Context: an optimization exercise on an open-source flow, tuned for small area. The choices shown serve that exercise and are no tape-out recipe. Function was checked by simulation only, so behaviour that the tests miss may differ from the original. Power is estimated from default activity; no workload was simulated.

Setup of run A:
Design password_cracker, start of the top module:
module password_cracker (
  input  logic         clk,
  input  logic         reset_n,
  input  logic         start,
  input  logic [127:0] target_hash,
  input  logic         hash_done,
  input  logic [511:0] hashes,
  output logic [255:0] candidates,
  output logic         hash_reset,
  output logic         hash_start,
  output logic         found,
  output logic [63:0]  password,
  output logic [39:0]  elapsed,
  output logic [2:0]   state
);
For scale: ~1300 cells after synthesis, about 78 flip-flops, about 1000 I/O pins.
clock: 6.0 ns
lec_check: 0
cap_margin: 20
core_area: 10 10 290 290
die_area: 0 0 300 300
gpl_timing_driven: 0
slew_margin: 20
standard.sh (not shown) runs the stock make flow with config.mk's settings and CLKGATE_MAP_FILE= SYNTH_SCRIPT=/design/flow/synth_recipe.tcl, a recipe that flattens the netlist after the stock synthesis.
==> flow/flow/run.sh <==
#!/bin/bash
# The standard ORFS flow (standard.sh) with these changes to how the layout is made:
#  - synthesis maps logic with an area-oriented abc script (flow/synth.tcl, flow/abc_area.script),
#    without xor2 cells and without the half/full adder cells (both simulate slowly at gate level);
#    everything else in it is synth_recipe.tcl, so registers and their names are unchanged
#  - after floorplan, one conb_1 tie cell drives all constant outputs (flow/pair_ties.tcl)
#  - ports get the smallest buffer (buf_1)
#  - the clock tree uses mid-size clock buffers and no dummy loads
# make's output goes to standard_*.log; each tool's full log is under orfs/logs/.
set -eo pipefail
W=$PWD
export BUFFER_PORTS_ARGS="-buffer_cell sky130_fd_sc_hd__buf_1"
export CTS_ARGS="-buf_list {sky130_fd_sc_hd__clkbuf_4} -root_buf sky130_fd_sc_hd__clkbuf_8 -sink_clustering_enable -sink_clustering_size 12 -sink_clustering_max_diameter 50 -dont_use_dummy_load"
export REMOVE_ABC_BUFFERS=1
export FLOW_ABC_SCRIPT=$W/flow/abc_area.script
sed "s#SYNTH_SCRIPT=[^ ]*#SYNTH_SCRIPT=$W/flow/synth.tcl#" standard.sh > own_standard.sh
R=$W/orfs/results/$FLOW_PLATFORM/password_cracker/base
FLOW_ABC_DONT_USE="sky130_fd_sc_hd__xor2_1 sky130_fd_sc_hd__xor2_2 sky130_fd_sc_hd__xor2_4" ADDER_MAP_FILE= \
  bash own_standard.sh $R/2_1_floorplan.odb > standard_floorplan.log 2>&1
TIE_GROUP=80 TIE_ODB=$R/2_1_floorplan.odb openroad -no_init -exit flow/pair_ties.tcl > pair_ties.log 2>&1
bash own_standard.sh > standard.log 2>&1
==> flow/flow/abc_area.script <==
&get -n
&st
&dc2
&dc2
&dch -f
&nf -R 1000
&put
Other scripts of this flow, unchanged in this note and not shown: flow/flow/pair_ties.tcl, flow/flow/synth.tcl
> inputs changed (run A -> run B)
- PLACE_DENSITY newly set to 0.9
- CORE_AREA changed from 10 10 290 290 to 10 10 280 280
- SLEW_MARGIN changed from 20 to 0
- DIE_AREA changed from 0 0 300 300 to 0 0 290 290
- CAP_MARGIN changed from 20 to 0
-- flow/flow/run.sh --
<<< run A, line 11
W=$PWD
export BUFFER_PORTS_ARGS="-buffer_cell sky130_fd_sc_hd__buf_1"
export CTS_ARGS="-buf_list {sky130_fd_sc_hd__clkbuf_4} -root_buf sky130_fd_sc_hd__clkbuf_8 -sink_clustering_enable -sink_clustering_size 12 -sink_clustering_max_diameter 50 -dont_use_dummy_load"
export REMOVE_ABC_BUFFERS=1
export FLOW_ABC_SCRIPT=$W/flow/abc_area.script
>>> run B, line 11
W=$PWD
export BUFFER_PORTS_ARGS="-buffer_cell sky130_fd_sc_hd__buf_1"
export CTS_ARGS="-buf_list {sky130_fd_sc_hd__clkbuf_4 sky130_fd_sc_hd__clkbuf_8} -sink_clustering_enable -sink_clustering_size 10 -sink_clustering_max_diameter 60 -dont_use_dummy_load"
export REMOVE_ABC_BUFFERS=1
export FLOW_ABC_SCRIPT=$W/flow/abc_area.script
==> flow/flow/abc_area.script <==
&get -n
&st
&dc2
&dc2
&dch -f
&nf -R 20
&put
--- outcome ---
Diff run A -> run B: full die area went down, final area saw a decrease. Compared run A against run B; synthesized area divided by synthesized cell count within noise. Routing usage on met1, run A and run B: lower on run A.
--- input diff run B..run C ---
- clearing PLACE_DENSITY, which used to be 0.9
- swapping 0 for 20 in CAP_MARGIN
- swapping 10 10 280 280 for 10 10 290 290 in CORE_AREA
- swapping 0 0 290 290 for 0 0 300 300 in DIE_AREA
- swapping 0 for 20 in SLEW_MARGIN
Notes after the runs:
Per the comparison of run C with run B, post-detailed-placement cell area moved up, final weighted congestion of routability-driven global placement moved up. | minimum period implied by the final worst setup slack | higher: run B |. Met2 routing resource usage after global routing, run B and run C: smaller value in run C. Between run B and run C, total power is higher for run C, run B comes in under that. Relative to run B, the final cell area reported for run C is higher. Comparing run B and run C, final clock period utilization by the worst path is higher on run B. After detailed routing, run B needs more wire than run C. | synthesis-to-finish area growth | lower: run B |. Between run B and run C, the filler-free cell count of the finished design is higher for run C.

---

Starting RTL as in the previous note.
==> flow/design.v (excerpt) <==
module password_cracker (
  input  logic         clk,
  input  logic         reset_n,
  input  logic         start,
  input  logic [127:0] target_hash,
  input  logic         hash_done,
  input  logic [511:0] hashes,
  output logic [255:0] candidates,
  output logic         hash_reset,
  output logic         hash_start,
  output logic         found,
  output logic [63:0]  password,
  output logic [39:0]  elapsed,
  output logic [2:0]   state
);
export LEC_CHECK = 0
export CAP_MARGIN = 0
export CORE_AREA = 10 10 280 280
export DIE_AREA = 0 0 290 290
export GPL_TIMING_DRIVEN = 0
export SLEW_MARGIN = 0
create_clock -name core_clock -period 6.0 [get_ports {clk}]
==> flow/flow/run.sh <==
#!/bin/bash
# The standard ORFS flow (standard.sh) with these changes to how the layout is made:
#  - synthesis maps logic with an area-oriented abc script (flow/synth.tcl, flow/abc_area.script),
#    without xor2 cells and without the half/full adder cells (both simulate slowly at gate level);
#    everything else in it is synth_recipe.tcl, so registers and their names are unchanged
#  - after floorplan, one conb_1 tie cell drives all constant outputs (flow/pair_ties.tcl)
#  - ports get the smallest buffer (buf_1)
#  - the clock tree uses mid-size clock buffers and no dummy loads
# make's output goes to standard_*.log; each tool's full log is under orfs/logs/.
set -eo pipefail
W=$PWD
export BUFFER_PORTS_ARGS="-buffer_cell sky130_fd_sc_hd__buf_1"
export CTS_ARGS="-buf_list {sky130_fd_sc_hd__clkbuf_8} -dont_use_dummy_load"
export REMOVE_ABC_BUFFERS=1
export FLOW_ABC_SCRIPT=$W/flow/abc_area.script
sed "s#SYNTH_SCRIPT=[^ ]*#SYNTH_SCRIPT=$W/flow/synth.tcl#" standard.sh > own_standard.sh
R=$W/orfs/results/$FLOW_PLATFORM/password_cracker/base
FLOW_ABC_DONT_USE="sky130_fd_sc_hd__xor2_1 sky130_fd_sc_hd__xor2_2 sky130_fd_sc_hd__xor2_4" ADDER_MAP_FILE= \
  bash own_standard.sh $R/2_1_floorplan.odb > standard_floorplan.log 2>&1
TIE_GROUP=80 TIE_ODB=$R/2_1_floorplan.odb openroad -no_init -exit flow/pair_ties.tcl > pair_ties.log 2>&1
bash own_standard.sh > standard.log 2>&1
==> flow/flow/abc_area.script <==
&get -n
&st
&dc2
&dc2
&dch -f
&nf -R 20
&put
==> flow/flow/synth.tcl <==
# The standard flow's synthesis script (synth_recipe.tcl) with one change: the final abc
# mapping uses flow/abc_area.script, an area-oriented script, instead of the
# platform's speed script, and leaves out the cells named in FLOW_ABC_DONT_USE
# (xor2: its liberty function simulates slowly at gate level; xnor2 is used
# instead, at the same area). Registers are untouched (abc runs without -dff).
proc synth {args} { yosys synth -nofsm -noshare {*}$args }
proc abc {args} {
  set i [lsearch -exact $args -script]
  if { $i >= 0 } { lset args [expr {$i + 1}] $::env(FLOW_ABC_SCRIPT) }
  foreach c [regexp -all -inline {\S+} [env_var_or_empty FLOW_ABC_DONT_USE]] {
    lappend args -dont_use $c
  }
  yosys abc {*}$args
}
source $::env(SCRIPTS_DIR)/synth.tcl
# left out here: clear keep_hierarchy, flatten, clean up, hide names made inside functions, write 1_2_yosys.v
Other scripts of this flow, unchanged in this note and not shown: flow/flow/pair_ties.tcl
The first run went through all stages and came out clean.
==> next run, changes <==
--- a/flow/flow/run.sh
+++ b/flow/flow/run.sh
@@ -1,6 +1,6 @@
 #!/bin/bash
 # The standard ORFS flow (standard.sh) with these changes to how the layout is made:
-#  - synthesis maps logic with an area-oriented abc script (flow/synth.tcl, flow/abc_area.script),
-#    without xor2 cells and without the half/full adder cells (both simulate slowly at gate level);
+#  - synthesis maps logic with its own abc script (flow/synth.tcl, flow/abc_area.script: area first
+#    within 20% of the best delay), without xor2 cells and without the half/full adder cells (both simulate slowly at gate level);
 #    everything else in it is synth_recipe.tcl, so registers and their names are unchanged
 #  - after floorplan, one conb_1 tie cell drives all constant outputs (flow/pair_ties.tcl)
@@ -11,5 +11,5 @@
 W=$PWD
 export BUFFER_PORTS_ARGS="-buffer_cell sky130_fd_sc_hd__buf_1"
-export CTS_ARGS="-buf_list {sky130_fd_sc_hd__clkbuf_8} -dont_use_dummy_load"
+export CTS_ARGS="-buf_list {sky130_fd_sc_hd__clkbuf_4 sky130_fd_sc_hd__clkbuf_8} -sink_clustering_enable -sink_clustering_size 10 -sink_clustering_max_diameter 60 -dont_use_dummy_load"
 export REMOVE_ABC_BUFFERS=1
 export FLOW_ABC_SCRIPT=$W/flow/abc_area.script
--- a/flow/flow/synth.tcl
+++ b/flow/flow/synth.tcl
@@ -1,5 +1,5 @@
 # The standard flow's synthesis script (synth_recipe.tcl) with one change: the final abc
-# mapping uses flow/abc_area.script, an area-oriented script, instead of the
-# platform's speed script, and leaves out the cells named in FLOW_ABC_DONT_USE
+# mapping uses flow/abc_area.script (area first, within 20% of the best delay)
+# instead of the platform's speed script, and leaves out the cells named in FLOW_ABC_DONT_USE
 # (xor2: its liberty function simulates slowly at gate level; xnor2 is used
 # instead, at the same area). Registers are untouched (abc runs without -dff).
--- a/flow/config.mk
+++ b/flow/config.mk
@@ -10,3 +10,4 @@
 export DIE_AREA = 0 0 290 290
 export GPL_TIMING_DRIVEN = 0
+export PLACE_DENSITY = 0.3
 export SLEW_MARGIN = 0
After rerunning:
- non-clock buffer count fell by 1
- final cell count hardly moves
- count of clock-buffer cells in the layout stays the same
- via count fell slightly
- worst hold slack improved by 14 ps
- final area is about the same
- core utilization is about the same
- setup slack got worse by 110 ps
- power stays flat
- wire length rose by a few percent
==> next run, changes <==
--- a/flow/flow/run.sh
+++ b/flow/flow/run.sh
@@ -1,6 +1,6 @@
 #!/bin/bash
 # The standard ORFS flow (standard.sh) with these changes to how the layout is made:
-#  - synthesis maps logic with its own abc script (flow/synth.tcl, flow/abc_area.script: area first
-#    within 20% of the best delay), without xor2 cells and without the half/full adder cells (both simulate slowly at gate level);
+#  - synthesis maps logic with an area-oriented abc script (flow/synth.tcl, flow/abc_area.script),
+#    without xor2 cells and without the half/full adder cells (both simulate slowly at gate level);
 #    everything else in it is synth_recipe.tcl, so registers and their names are unchanged
 #  - after floorplan, one conb_1 tie cell drives all constant outputs (flow/pair_ties.tcl)
--- a/flow/flow/synth.tcl
+++ b/flow/flow/synth.tcl
@@ -1,5 +1,5 @@
 # The standard flow's synthesis script (synth_recipe.tcl) with one change: the final abc
-# mapping uses flow/abc_area.script (area first, within 20% of the best delay)
-# instead of the platform's speed script, and leaves out the cells named in FLOW_ABC_DONT_USE
+# mapping uses flow/abc_area.script, an area-oriented script, instead of the
+# platform's speed script, and leaves out the cells named in FLOW_ABC_DONT_USE
 # (xor2: its liberty function simulates slowly at gate level; xnor2 is used
 # instead, at the same area). Registers are untouched (abc runs without -dff).
--- a/flow/config.mk
+++ b/flow/config.mk
@@ -7,7 +7,6 @@
 export LEC_CHECK = 0
 export CAP_MARGIN = 0
-export CORE_AREA = 10 10 280 280
-export DIE_AREA = 0 0 290 290
+export CORE_AREA = 10 10 290 290
+export DIE_AREA = 0 0 300 300
 export GPL_TIMING_DRIVEN = 0
-export PLACE_DENSITY = 0.3
 export SLEW_MARGIN = 0
After rerunning:
- The changed run went through all stages and came out clean
- synthesized cell count is unchanged
- worst setup slack is worse by 83 ps
- worst hold slack is worse by 6.7 ps
- cell area grows slightly
==> next run, changes <==
==> flow/flow/abc_area.script (replaced) <==
&get -n
&st
&dc2
&dc2
&dch -f
&nf -R 1000
&put
--- a/flow/config.mk
+++ b/flow/config.mk
@@ -6,7 +6,7 @@
 export NUM_CORES = 4
 export LEC_CHECK = 0
-export CAP_MARGIN = 0
-export CORE_AREA = 10 10 290 290
-export DIE_AREA = 0 0 300 300
+export CAP_MARGIN = 20
+export CORE_AREA = 10 10 274 274
+export DIE_AREA = 0 0 284 284
 export GPL_TIMING_DRIVEN = 0
-export SLEW_MARGIN = 0
+export SLEW_MARGIN = 20
What happened: Cell area fell slightly. Non-clock buffer count rose by 1. Global-route usage rose by 2.4 points. Synthesized cell count stays the same. Setup slack gets better by 120 ps. Count of clock-buffer cells in the layout is unchanged. Via count rose slightly. Power rose slightly. Clock skew is about the same.
==> next run, changes <==
--- a/flow/flow/run.sh
+++ b/flow/flow/run.sh
@@ -11,5 +11,5 @@
 W=$PWD
 export BUFFER_PORTS_ARGS="-buffer_cell sky130_fd_sc_hd__buf_1"
-export CTS_ARGS="-buf_list {sky130_fd_sc_hd__clkbuf_4 sky130_fd_sc_hd__clkbuf_8} -sink_clustering_enable -sink_clustering_size 10 -sink_clustering_max_diameter 60 -dont_use_dummy_load"
+export CTS_ARGS="-buf_list {sky130_fd_sc_hd__clkbuf_8} -sink_clustering_enable -sink_clustering_size 30 -sink_clustering_max_diameter 200 -sink_clustering_levels 1 -dont_use_dummy_load"
 export REMOVE_ABC_BUFFERS=1
 export FLOW_ABC_SCRIPT=$W/flow/abc_area.script
==> flow/flow/abc_area.script (replaced) <==
&get -n
&st
&dc2
&dc2
&dch -f
&nf -R 20
&put
--- a/flow/config.mk
+++ b/flow/config.mk
@@ -6,7 +6,7 @@
 export NUM_CORES = 4
 export LEC_CHECK = 0
-export CAP_MARGIN = 20
-export CORE_AREA = 10 10 274 274
-export DIE_AREA = 0 0 284 284
+export CAP_MARGIN = 0
+export CORE_AREA = 10 10 280 280
+export DIE_AREA = 0 0 290 290
 export GPL_TIMING_DRIVEN = 0
-export SLEW_MARGIN = 20
+export SLEW_MARGIN = 0
Result: Worst setup slack gains 80 ps. Via count came out lower by 0.72%. Sequential power stays flat. Flip-flop and latch count stays the same. Wire length came out lower by 3.2%. Total power came out lower by 1.5%. Clock skew came out lower by 7.2 ps. Synthesized area stays flat. Clock-buffer cell count is unchanged.
==> next run, changes <==
--- a/flow/flow/run.sh
+++ b/flow/flow/run.sh
@@ -11,5 +11,5 @@
 W=$PWD
 export BUFFER_PORTS_ARGS="-buffer_cell sky130_fd_sc_hd__buf_1"
-export CTS_ARGS="-buf_list {sky130_fd_sc_hd__clkbuf_8} -sink_clustering_enable -sink_clustering_size 30 -sink_clustering_max_diameter 200 -sink_clustering_levels 1 -dont_use_dummy_load"
+export CTS_ARGS="-buf_list {sky130_fd_sc_hd__clkbuf_4 sky130_fd_sc_hd__clkbuf_8} -sink_clustering_enable -sink_clustering_size 10 -sink_clustering_max_diameter 60 -dont_use_dummy_load"
 export REMOVE_ABC_BUFFERS=1
 export FLOW_ABC_SCRIPT=$W/flow/abc_area.script
==> flow/flow/abc_area.script (replaced) <==
&get -n
&st
&dc2
&dc2
&dch -f
&nf -R 100
&put
--- a/flow/config.mk
+++ b/flow/config.mk
@@ -6,7 +6,7 @@
 export NUM_CORES = 4
 export LEC_CHECK = 0
-export CAP_MARGIN = 0
-export CORE_AREA = 10 10 280 280
-export DIE_AREA = 0 0 290 290
+export CAP_MARGIN = 20
+export CORE_AREA = 10 10 290 290
+export DIE_AREA = 0 0 300 300
 export GPL_TIMING_DRIVEN = 0
-export SLEW_MARGIN = 0
+export SLEW_MARGIN = 20
The changed run completed without violations.
Non-clock buffer count grows by 4.
Power goes up by a few percent.
Final cell count goes up by a few percent.
Design area rises slightly.
Global-route usage is lower by 0.72 points.
Register-to-register slack gets worse by 290 ps.
Count of clock-buffer cells in the layout stays the same.
Synthesized area barely changes.
Routed wire length rose by a few percent.
Combinational power goes up by a few percent.

separate check: timing with driven ports:
In the flow no input, the clock included, has a driving cell. The finished layouts below were timed again as built, in two steps.
Step 1, drivers: a clkbuf_16 drives clk and a buf_2 each remaining input, both assumed.
Step 2 also shifts input and output timing later by t, the mid clock arrival at the registers, as if the neighbouring blocks saw the same clock.
Slacks: no drivers / after step 1 / after step 2; pairs: no drivers / after step 1.
| run | t, ns | setup slack, ns | clock arrival spread, ns | worst register clock-pin slew, ns | pins driven straight from the clock port |
|---|---|---|---|---|---|
| run A | 0.405 | 0.340 / 0.250 / -0.155 | 0.024 / 0.024 | 0.09 / 0.09 | 1 |
| run B | 0.388 | 0.247 / 0.217 / -0.171 | 0.016 / 0.017 | 0.08 / 0.08 | 1 |
| run C | 0.402 | 0.338 / 0.317 / -0.085 | 0.036 / 0.036 | 0.10 / 0.10 | 1 |
| the first run of note 2 | 0.398 | 0.402 / 0.219 / -0.179 | 0.032 / 0.033 | 0.09 / 0.09 | 1 |
| the second run of note 2 | 0.419 | 0.289 / 0.171 / -0.248 | 0.039 / 0.039 | 0.10 / 0.10 | 1 |
| the third run of note 2 | 0.405 | 0.206 / 0.066 / -0.339 | 0.035 / 0.036 | 0.10 / 0.10 | 1 |
| the fourth run of note 2 | 0.409 | 0.322 / 0.156 / -0.253 | 0.035 / 0.036 | 0.10 / 0.10 | 1 |
| the fifth run of note 2 | 0.398 | 0.402 / 0.219 / -0.179 | 0.032 / 0.033 | 0.09 / 0.09 | 1 |
| the sixth run of note 2 | 0.405 | 0.340 / 0.250 / -0.155 | 0.024 / 0.024 | 0.09 / 0.09 | 1 |
With both steps, setup timing fails in every run listed, where it was met with ideal ports.
